Source: an optimization exercise on an open RTL-to-GDS flow (aim: small area). Production flows keep margins and buffers that such runs may drop. RTL that was checked went through simulation tests only; none was proved equivalent to the original. Power is estimated from default activity; no workload was simulated.

==> inputs of job 3388 <==
==> flow/design.v <==
`timescale 1ns/10ps
`default_nettype none
package bitstream_pkg;
    typedef logic [32-1:0] code_word_t;
    typedef logic [6-1:0] bit_count_t;
    typedef logic [5-1:0] fill_t;
endpackage
`default_nettype wire
`timescale 1ns/10ps
`default_nettype none
package component_pkg;
    typedef enum logic [1:0] {
        COMP_Y  = 2'd0,
        COMP_CB = 2'd1,
        COMP_CR = 2'd2
    } component_e;
    function automatic component_e next_component(input component_e comp);
        case (comp)
            component_pkg::COMP_Y:  next_component = component_pkg::COMP_CB;
            component_pkg::COMP_CB: next_component = component_pkg::COMP_CR;
            default:                next_component = component_pkg::COMP_Y;
        endcase
    endfunction
endpackage
`default_nettype wire
`timescale 1ns/10ps
`default_nettype none
module jpeg_stream_packer (
    input  wire                              clk,
    input  wire                              rst,
    input  wire                              seg_valid,
    input  wire component_pkg::component_e   seg_component,
    input  wire bitstream_pkg::code_word_t   seg_data,
    input  wire bitstream_pkg::bit_count_t   seg_length,
    input  wire                              seg_eob,
    output bitstream_pkg::code_word_t        word,
    output logic                             word_valid,
    output bitstream_pkg::fill_t             fill_count
);
    localparam int SLOTS = 32;
    localparam int AW    = 5;
    localparam int PW    = 34;    
    logic [4:0]    kpos;          
    logic [32:0]   enc;
    logic [PW-1:0] in_pay;
    assign kpos = 5'(~seg_length[4:0] + 5'd1);
    always_comb begin
        enc[0] = (kpos == 5'd0);
        for (int j = 1; j <= 32; j++) begin
            enc[j] = (j > kpos) ? seg_data[j-1] : (j == kpos);
        end
    end
    assign in_pay = {seg_eob, enc};
    logic [PW-1:0]    pay [SLOTS];
    logic [AW-1:0]    nxt [SLOTS];
    logic [SLOTS-1:0] freev;
    logic [AW-1:0]    head [3];
    logic [AW-1:0]    tail [3];
    logic [2:0]       ne;         
    logic [1:0]       cur;
    logic             rv;
    logic [PW-1:0]    r;
    logic [31:0]      acc;
    logic [4:0]       fill;
    logic [1:0]       cur_succ, c;
    logic             adv, wv, bypass, pop, last, wr, c_ne_after, c_is_curn;
    logic             ne_cur, ne_succ, ne_c;
    logic [AW-1:0]    h_cur, h_succ, t_cur, t_succ, h, tail_curn, tail_c, ff, f;
    logic [SLOTS-1:0] sel_cur, sel_succ, sel, ffoh, wsel;
    always_comb begin
        case (cur)
            2'd0:    cur_succ = 2'd1;
            2'd1:    cur_succ = 2'd2;
            default: cur_succ = 2'd0;
        endcase
    end
    always_comb begin
        case (cur)
            2'd1: begin
                ne_cur = ne[1]; h_cur = head[1]; t_cur = tail[1];
                ne_succ = ne[2]; h_succ = head[2]; t_succ = tail[2];
            end
            2'd2: begin
                ne_cur = ne[2]; h_cur = head[2]; t_cur = tail[2];
                ne_succ = ne[0]; h_succ = head[0]; t_succ = tail[0];
            end
            default: begin
                ne_cur = ne[0]; h_cur = head[0]; t_cur = tail[0];
                ne_succ = ne[1]; h_succ = head[1]; t_succ = tail[1];
            end
        endcase
    end
    assign adv = rv && r[PW-1];
    always_comb begin
        for (int i = 0; i < SLOTS; i++) begin
            sel_cur[i]  = (h_cur == AW'(i));
            sel_succ[i] = (h_succ == AW'(i));
        end
    end
    assign sel       = adv ? sel_succ : sel_cur;
    assign h         = adv ? h_succ : h_cur;
    assign tail_curn = adv ? t_succ : t_cur;
    assign pop       = adv ? ne_succ : ne_cur;
    assign last      = (h == tail_curn);
    assign c         = seg_component;
    assign wv        = seg_valid && (c != 2'd3);
    assign c_is_curn = adv ? (c == cur_succ) : (c == cur);
    assign bypass    = wv && c_is_curn && !pop;
    assign wr        = wv && !bypass;
    always_comb begin
        case (c)
            2'd1:    begin tail_c = tail[1]; ne_c = ne[1]; end
            2'd2:    begin tail_c = tail[2]; ne_c = ne[2]; end
            default: begin tail_c = tail[0]; ne_c = ne[0]; end
        endcase
    end
    assign c_ne_after = ne_c && !(pop && c_is_curn && last);
    logic [PW-1:0] rd_pay;
    logic [AW-1:0] rd_nxt;
    always_comb begin
        rd_pay = '0;
        rd_nxt = '0;
        for (int i = 0; i < SLOTS; i++) begin
            rd_pay = rd_pay | (pay[i] & {PW{sel[i]}});
            rd_nxt = rd_nxt | (nxt[i] & {AW{sel[i]}});
        end
    end
    always_comb begin
        ff = '0;
        for (int i = SLOTS - 1; i >= 0; i--) begin
            if (freev[i]) ff = AW'(i);
        end
    end
    assign ffoh = freev & ~(freev - 1'b1);
    assign f    = pop ? h : ff;
    assign wsel = pop ? sel : ffoh;
    always_ff @(posedge clk) begin
        if (rst) begin
            cur   <= 2'd0;
            rv    <= 1'b0;
            ne    <= '0;
            freev <= '1;
        end else begin
            if (adv) cur <= cur_succ;
            rv <= pop || bypass;
            for (int q = 0; q < 3; q++) begin
                if (pop && (adv ? (cur_succ == 2'(q)) : (cur == 2'(q)))) begin
                    if (last) ne[q] <= 1'b0;
                    else      head[q] <= rd_nxt;
                end
                if (wr && (c == 2'(q))) begin
                    if (!c_ne_after) begin
                        head[q] <= f;
                        ne[q]   <= 1'b1;
                    end
                    tail[q] <= f;
                end
            end
            if (wr && !pop) freev <= freev & ~ffoh;
            if (pop && !wr) freev <= freev | sel;
        end
    end
    always_ff @(posedge clk) begin
        for (int i = 0; i < SLOTS; i++) begin
            if (wr && wsel[i]) pay[i] <= in_pay;
        end
        if (wr && c_ne_after) nxt[tail_c] <= f;
        r <= pop ? rd_pay : in_pay;
    end
    logic [4:0]  tz;              
    logic        wrap;
    logic [31:0] rdat, rot, m;
    always_comb begin
        tz = '0;
        for (int i = 31; i >= 0; i--) begin
            if (r[i]) tz = 5'(i);
        end
    end
    assign rdat = r[32:1];
    assign rot  = 32'({rdat, rdat} >> fill);
    assign m    = 32'hffff_ffff >> fill;
    assign wrap = (fill >= tz);
    logic [31:0] merged;
    always_comb begin
        for (int i = 0; i < 32; i++) merged[i] = m[i] ? rot[i] : acc[i];
    end
    always_ff @(posedge clk) begin
        word       <= merged;
        word_valid <= !rst && rv && wrap;
    end
    assign fill_count = fill;
    always_ff @(posedge clk) begin
        if (rst) begin
            fill <= '0;
        end else if (rv) begin
            fill <= fill - tz;
        end
    end
    always_ff @(posedge clk) begin
        for (int i = 0; i < 32; i++) begin
            if (rv && (wrap || m[i])) acc[i] <= rot[i];
        end
    end
endmodule
`default_nettype wire
==> flow/run.sh <==
#!/bin/bash
# synth_recipe.tcl (not shown) runs the flow's synth.tcl, then flattens the netlist and writes it again
# the make line also repeats each setting of config.mk as NAME=value (left out here)
make -C /OpenROAD-flow-scripts/flow DESIGN_CONFIG=/design/flow/config.mk WORK_HOME=/design/flow/orfs CLKGATE_MAP_FILE= SYNTH_SCRIPT=/design/flow/synth_recipe.tcl finish
==> flow/config.mk <==
export PLATFORM = sky130hd
export DESIGN_NAME = jpeg_stream_packer
export DESIGN_NICKNAME = jpeg_stream_packer
export VERILOG_FILES = /design/flow/design.v
export SDC_FILE = /design/flow/constraint.sdc
export NUM_CORES = 4
export LEC_CHECK = 0
export CAP_MARGIN = 10
export CORE_MARGIN = 2
export CORE_UTILIZATION = 60
export CTS_CLUSTER_DIAMETER = 120
export CTS_CLUSTER_SIZE = 24
export SLEW_MARGIN = 10
==> flow/constraint.sdc <==
create_clock -name core_clock -period 4.5 [get_ports {clk}]
set_input_delay 0.9000 -clock core_clock [delete_from_list [all_inputs] [get_ports {clk}]]
set_output_delay 0.9000 -clock core_clock [all_outputs]
set_load 0.01 [all_outputs]
==> job 7904 (differences from job 3388) <==
==> flow/design.v, changed modules only <==
module jpeg_stream_packer (
    input  wire                              clk,
    input  wire                              rst,
    input  wire                              seg_valid,
    input  wire component_pkg::component_e   seg_component,
    input  wire bitstream_pkg::code_word_t   seg_data,
    input  wire bitstream_pkg::bit_count_t   seg_length,
    input  wire                              seg_eob,
    output bitstream_pkg::code_word_t        word,
    output logic                             word_valid,
    output bitstream_pkg::fill_t             fill_count
);
    localparam int SLOTS = 32;
    localparam int AW    = 5;
    localparam int PW    = 34;    
    logic [4:0]    kpos;          
    logic [32:0]   enc;
    logic [PW-1:0] in_pay;
    assign kpos = 5'(~seg_length[4:0] + 5'd1);
    always_comb begin
        enc[0] = (kpos == 5'd0);
        for (int j = 1; j <= 32; j++) begin
            enc[j] = (j > kpos) ? seg_data[j-1] : (j == kpos);
        end
    end
    assign in_pay = {seg_eob, enc};
    logic [PW-1:0]    pay [SLOTS];
    logic [AW-1:0]    nxt [SLOTS];
    logic [SLOTS-1:0] freev;
    logic [AW-1:0]    head [3];
    logic [AW-1:0]    tail [3];
    logic [2:0]       ne;         
    logic [1:0]       cur;
    logic             rv;
    logic [PW-1:0]    r;
    logic [31:0]      acc;
    logic [4:0]       fill;
    logic [1:0]    cur_succ, curn, c;
    logic          adv, wv, bypass, pop, last, wr, c_ne_after;
    logic          ne_curn;
    logic [AW-1:0] h, tail_curn, tail_c, ff, f;
    always_comb begin
        case (cur)
            2'd0:    cur_succ = 2'd1;
            2'd1:    cur_succ = 2'd2;
            default: cur_succ = 2'd0;
        endcase
    end
    assign adv  = rv && r[PW-1];
    assign curn = adv ? cur_succ : cur;
    always_comb begin
        case (curn)
            2'd1:    begin ne_curn = ne[1]; h = head[1]; tail_curn = tail[1]; end
            2'd2:    begin ne_curn = ne[2]; h = head[2]; tail_curn = tail[2]; end
            default: begin ne_curn = ne[0]; h = head[0]; tail_curn = tail[0]; end
        endcase
    end
    assign c      = seg_component;
    assign wv     = seg_valid && (c != 2'd3);
    assign pop    = ne_curn;
    assign last   = (h == tail_curn);
    assign bypass = wv && (c == curn) && !ne_curn;
    assign wr     = wv && !bypass;
    always_comb begin
        case (c)
            2'd1:    tail_c = tail[1];
            2'd2:    tail_c = tail[2];
            default: tail_c = tail[0];
        endcase
    end
    always_comb begin
        case (c)
            2'd1:    c_ne_after = ne[1];
            2'd2:    c_ne_after = ne[2];
            default: c_ne_after = ne[0];
        endcase
        if (pop && (c == curn) && last) c_ne_after = 1'b0;
    end
    logic [PW-1:0] rd_pay;
    always_comb begin
        rd_pay = '0;
        for (int i = 0; i < SLOTS; i++) begin
            rd_pay = rd_pay | (pay[i] & {PW{h == AW'(i)}});
        end
    end
    logic [AW-1:0] rd_nxt;
    always_comb begin
        rd_nxt = '0;
        for (int i = 0; i < SLOTS; i++) begin
            rd_nxt = rd_nxt | (nxt[i] & {AW{h == AW'(i)}});
        end
    end
    always_comb begin
        ff = '0;
        for (int i = SLOTS - 1; i >= 0; i--) begin
            if (freev[i]) ff = AW'(i);
        end
    end
    assign f = pop ? h : ff;
    always_ff @(posedge clk) begin
        if (rst) begin
            cur   <= 2'd0;
            rv    <= 1'b0;
            ne    <= '0;
            freev <= '1;
        end else begin
            cur <= curn;
            rv  <= pop || bypass;
            for (int q = 0; q < 3; q++) begin
                if (pop && (curn == 2'(q))) begin
                    if (last) ne[q] <= 1'b0;
                    else      head[q] <= rd_nxt;
                end
                if (wr && (c == 2'(q))) begin
                    if (!c_ne_after) begin
                        head[q] <= f;
                        ne[q]   <= 1'b1;
                    end
                    tail[q] <= f;
                end
            end
            if (wr && !pop) freev[ff] <= 1'b0;
            if (pop && !wr) freev[h]  <= 1'b1;
        end
    end
    always_ff @(posedge clk) begin
        if (wr) pay[f] <= in_pay;
        if (wr && c_ne_after) nxt[tail_c] <= f;
        r <= pop ? rd_pay : in_pay;
    end
    logic [4:0]  tz;              
    logic        wrap;
    logic [31:0] rdat, rot, m;
    always_comb begin
        tz = '0;
        for (int i = 31; i >= 0; i--) begin
            if (r[i]) tz = 5'(i);
        end
    end
    assign rdat = r[32:1];
    assign rot  = 32'({rdat, rdat} >> fill);
    assign m    = 32'hffff_ffff >> fill;
    assign wrap = (fill >= tz);
    always_comb begin
        for (int i = 0; i < 32; i++) word[i] = m[i] ? rot[i] : acc[i];
    end
    assign word_valid = rv && wrap;
    assign fill_count = fill;
    always_ff @(posedge clk) begin
        if (rst) begin
            fill <= '0;
        end else if (rv) begin
            fill <= fill - tz;
        end
    end
    always_ff @(posedge clk) begin
        for (int i = 0; i < 32; i++) begin
            if (rv && (wrap || m[i])) acc[i] <= rot[i];
        end
    end
endmodule
- CAP_MARGIN: 10 -> 20
- CORE_UTILIZATION: 60 -> 45
- CTS_BUF_LIST: unset -> sky130_fd_sc_hd__clkbuf_8
- CTS_CLUSTER_DIAMETER: 120 -> unset
- CTS_CLUSTER_SIZE: 24 -> 30
- SLEW_MARGIN: 10 -> 20
==> job 5460 (differences from job 3388) <==
==> flow/design.v, changed modules only <==
module jpeg_stream_packer (
    input  wire                              clk,
    input  wire                              rst,
    input  wire                              seg_valid,
    input  wire component_pkg::component_e   seg_component,
    input  wire bitstream_pkg::code_word_t   seg_data,
    input  wire bitstream_pkg::bit_count_t   seg_length,
    input  wire                              seg_eob,
    output bitstream_pkg::code_word_t        word,
    output logic                             word_valid,
    output bitstream_pkg::fill_t             fill_count
);
    localparam int SLOTS = 32;
    localparam int AW    = 5;
    localparam int PW    = 34;    
    logic [4:0]    kpos;          
    logic [32:0]   enc;
    logic [PW-1:0] in_pay;
    assign kpos = 5'(~seg_length[4:0] + 5'd1);
    always_comb begin
        enc[0] = (kpos == 5'd0);
        for (int j = 1; j <= 32; j++) begin
            enc[j] = (j > kpos) ? seg_data[j-1] : (j == kpos);
        end
    end
    assign in_pay = {seg_eob, enc};
    logic [PW-1:0]    pay [SLOTS];
    logic [AW-1:0]    nxt [SLOTS];
    logic [SLOTS-1:0] freev;
    logic [AW-1:0]    head [3];
    logic [AW-1:0]    tail [3];
    logic [2:0]       ne;         
    logic [1:0]       cur;        
    logic             rv;
    logic [PW-1:0]    r;
    logic [31:0]      acc;
    logic [4:0]       fill;
    logic [1:0]       cur_succ, c, rc;
    logic             adv, wv, bypass, pop, last, wr, c_ne_after, c_is_curn;
    logic             ne_c;
    logic [AW-1:0]    h, tail_curn, tail_c, ff, f;
    logic [SLOTS-1:0] sel_cur, sel_succ, sel, ffoh, wsel;
    always_comb begin
        case (cur)
            2'd0:    cur_succ = 2'd1;
            2'd1:    cur_succ = 2'd2;
            default: cur_succ = 2'd0;
        endcase
    end
    assign adv = rv && r[PW-1];
    always_comb begin
        for (int i = 0; i < SLOTS; i++) begin
            sel_cur[i]  = (head[0] == AW'(i));
            sel_succ[i] = (head[1] == AW'(i));
        end
    end
    assign sel       = adv ? sel_succ : sel_cur;
    assign h         = adv ? head[1] : head[0];
    assign tail_curn = adv ? tail[1] : tail[0];
    assign pop       = adv ? ne[1] : ne[0];
    assign last      = (h == tail_curn);
    assign c = seg_component;
    always_comb begin
        case ({cur, c})
            {2'd0, 2'd1}, {2'd1, 2'd2}, {2'd2, 2'd0}: rc = 2'd1;
            {2'd0, 2'd2}, {2'd1, 2'd0}, {2'd2, 2'd1}: rc = 2'd2;
            default:                                  rc = 2'd0;
        endcase
    end
    assign wv        = seg_valid && (c != 2'd3);
    assign c_is_curn = adv ? (rc == 2'd1) : (rc == 2'd0);
    assign bypass    = wv && c_is_curn && !pop;
    assign wr        = wv && !bypass;
    always_comb begin
        case (rc)
            2'd1:    begin tail_c = tail[1]; ne_c = ne[1]; end
            2'd2:    begin tail_c = tail[2]; ne_c = ne[2]; end
            default: begin tail_c = tail[0]; ne_c = ne[0]; end
        endcase
    end
    assign c_ne_after = ne_c && !(pop && c_is_curn && last);
    logic [PW-1:0] rd_pay;
    logic [AW-1:0] rd_nxt;
    always_comb begin
        rd_pay = '0;
        rd_nxt = '0;
        for (int i = 0; i < SLOTS; i++) begin
            rd_pay = rd_pay | (pay[i] & {PW{sel[i]}});
            rd_nxt = rd_nxt | (nxt[i] & {AW{sel[i]}});
        end
    end
    always_comb begin
        ff = '0;
        for (int i = SLOTS - 1; i >= 0; i--) begin
            if (freev[i]) ff = AW'(i);
        end
    end
    assign ffoh = freev & ~(freev - 1'b1);
    assign f    = pop ? h : ff;
    assign wsel = pop ? sel : ffoh;
    logic [AW-1:0] head_u [3];
    logic [AW-1:0] tail_u [3];
    logic [2:0]    ne_u;
    always_comb begin
        for (int k = 0; k < 3; k++) begin
            head_u[k] = head[k];
            tail_u[k] = tail[k];
            ne_u[k]   = ne[k];
            if (pop && ((k == 1) == adv) && (k != 2)) begin
                if (last) ne_u[k]   = 1'b0;
                else      head_u[k] = rd_nxt;
            end
            if (wr && (rc == 2'(k))) begin
                if (!c_ne_after) begin
                    head_u[k] = f;
                    ne_u[k]   = 1'b1;
                end
                tail_u[k] = f;
            end
        end
    end
    always_ff @(posedge clk) begin
        for (int k = 0; k < 3; k++) begin
            head[k] <= adv ? head_u[(k + 1) % 3] : head_u[k];
            tail[k] <= adv ? tail_u[(k + 1) % 3] : tail_u[k];
        end
    end
    always_ff @(posedge clk) begin
        if (rst) begin
            cur   <= 2'd0;
            rv    <= 1'b0;
            ne    <= '0;
            freev <= '1;
        end else begin
            if (adv) cur <= cur_succ;
            rv <= pop || bypass;
            ne <= adv ? {ne_u[0], ne_u[2], ne_u[1]} : ne_u;
            if (wr && !pop) freev <= freev & ~ffoh;
            if (pop && !wr) freev <= freev | sel;
        end
    end
    always_ff @(posedge clk) begin
        for (int i = 0; i < SLOTS; i++) begin
            if (wr && wsel[i]) pay[i] <= in_pay;
        end
        if (wr && c_ne_after) nxt[tail_c] <= f;
        r <= pop ? rd_pay : in_pay;
    end
    logic [4:0]  tz;              
    logic        wrap;
    logic [31:0] rdat, rot, m;
    always_comb begin
        tz = '0;
        for (int i = 31; i >= 0; i--) begin
            if (r[i]) tz = 5'(i);
        end
    end
    assign rdat = r[32:1];
    assign rot  = 32'({rdat, rdat} >> fill);
    assign m    = 32'hffff_ffff >> fill;
    assign wrap = (fill >= tz);
    logic [31:0] merged;
    always_comb begin
        for (int i = 0; i < 32; i++) merged[i] = m[i] ? rot[i] : acc[i];
    end
    always_ff @(posedge clk) begin
        word       <= merged;
        word_valid <= !rst && rv && wrap;
    end
    assign fill_count = fill;
    always_ff @(posedge clk) begin
        if (rst) begin
            fill <= '0;
        end else if (rv) begin
            fill <= fill - tz;
        end
    end
    always_ff @(posedge clk) begin
        for (int i = 0; i < 32; i++) begin
            if (rv && (wrap || m[i])) acc[i] <= rot[i];
        end
    end
endmodule
- CORE_UTILIZATION: 60 -> 68
==> comparison <==
- Job 7904 finished with negative setup slack left. Job 3388 produced a clean layout. Job 5460 ran to the end with no violations.
- Die area: job 5460 < job 3388 < job 7904.
- In job 7904 the synthesized area is lower than in job 3388, by 2.0%.
- Between job 7904 and job 3388, the lower combinational power is in job 3388 (gap about 9%, measured against job 3388).
- The highest sequential power belongs to job 5460, the lowest to job 7904.
==> figures <==
| quantity | job 5460 | job 7904 | job 3388 |
|---|---|---|---|
| Number of iterations in the first detailed-routing pass | 6 | 7 | 6 |
| Outcome | timing/DRC/antenna clean | complete, but fails checks | timing/DRC/antenna clean |
| Violated checks | - | negative setup slack | - |
| Net count of the mapped netlist | 3687 | 3772 | 3842 |
| CP max-delay cell | sky130_fd_sc_hd__nor2_4 | sky130_fd_sc_hd__dfxtp_2 | sky130_fd_sc_hd__nor3_2 |
| Crit path max fanout | 20 | 3 | 31 |
| NetSw | 10.2 mW | 7.74 mW | 6.66 mW |
| Number of nets in the layout | 3915 | 4248 | 4047 |
| Switching share of power | 32.7% | 27.2% | 25.8% |
| Minimum clock period after layout | 4410 ps | 4610 ps | 4400 ps |
| Post-synthesis register bit count | 1419 | 1386 | 1419 |
No functional check of the RTL was part of job 7904.

separate check: timing with driven ports:
Ports are ideal in the flow. The routed layouts listed here were re-timed in OpenROAD.
Step 1 (the two cells are an assumption about what drives the block):
set clk [get_ports {clk}]
set_driving_cell -lib_cell sky130_fd_sc_hd__clkbuf_16 $clk
set_driving_cell -lib_cell sky130_fd_sc_hd__buf_2 [delete_from_list [all_inputs] $clk]
Step 2 also shifts input and output timing later by t, the mid clock arrival at the registers, as if the neighbouring blocks saw the same clock.
Slacks: ideal / step 1 / step 2; pairs: ideal / step 1.
run | shift t [ns] | setup slack, ns | worst hold slack (ns) | slew at the worst register clock pin (ns) | cell pins on the clock port's net
job 3388 | 0.750 | 0.099 / 0.099 / 0.099 | 0.435 / 0.435 / 0.435 | 0.11 / 0.11 | 1
job 7904 | 1.020 | -0.110 / -0.184 / -0.083 | 0.489 / 0.484 / 0.489 | 0.07 / 0.07 | 1
job 5460 | 0.728 | 0.095 / 0.095 / -0.192 | 0.471 / 0.471 / 0.471 | 0.11 / 0.11 | 1
With both steps, setup timing fails in job 5460, where it was met with ideal ports. For job 5460, which loses most, drivers alone change the setup slack by 0.000 ns; drivers and shift together by -0.287 ns.
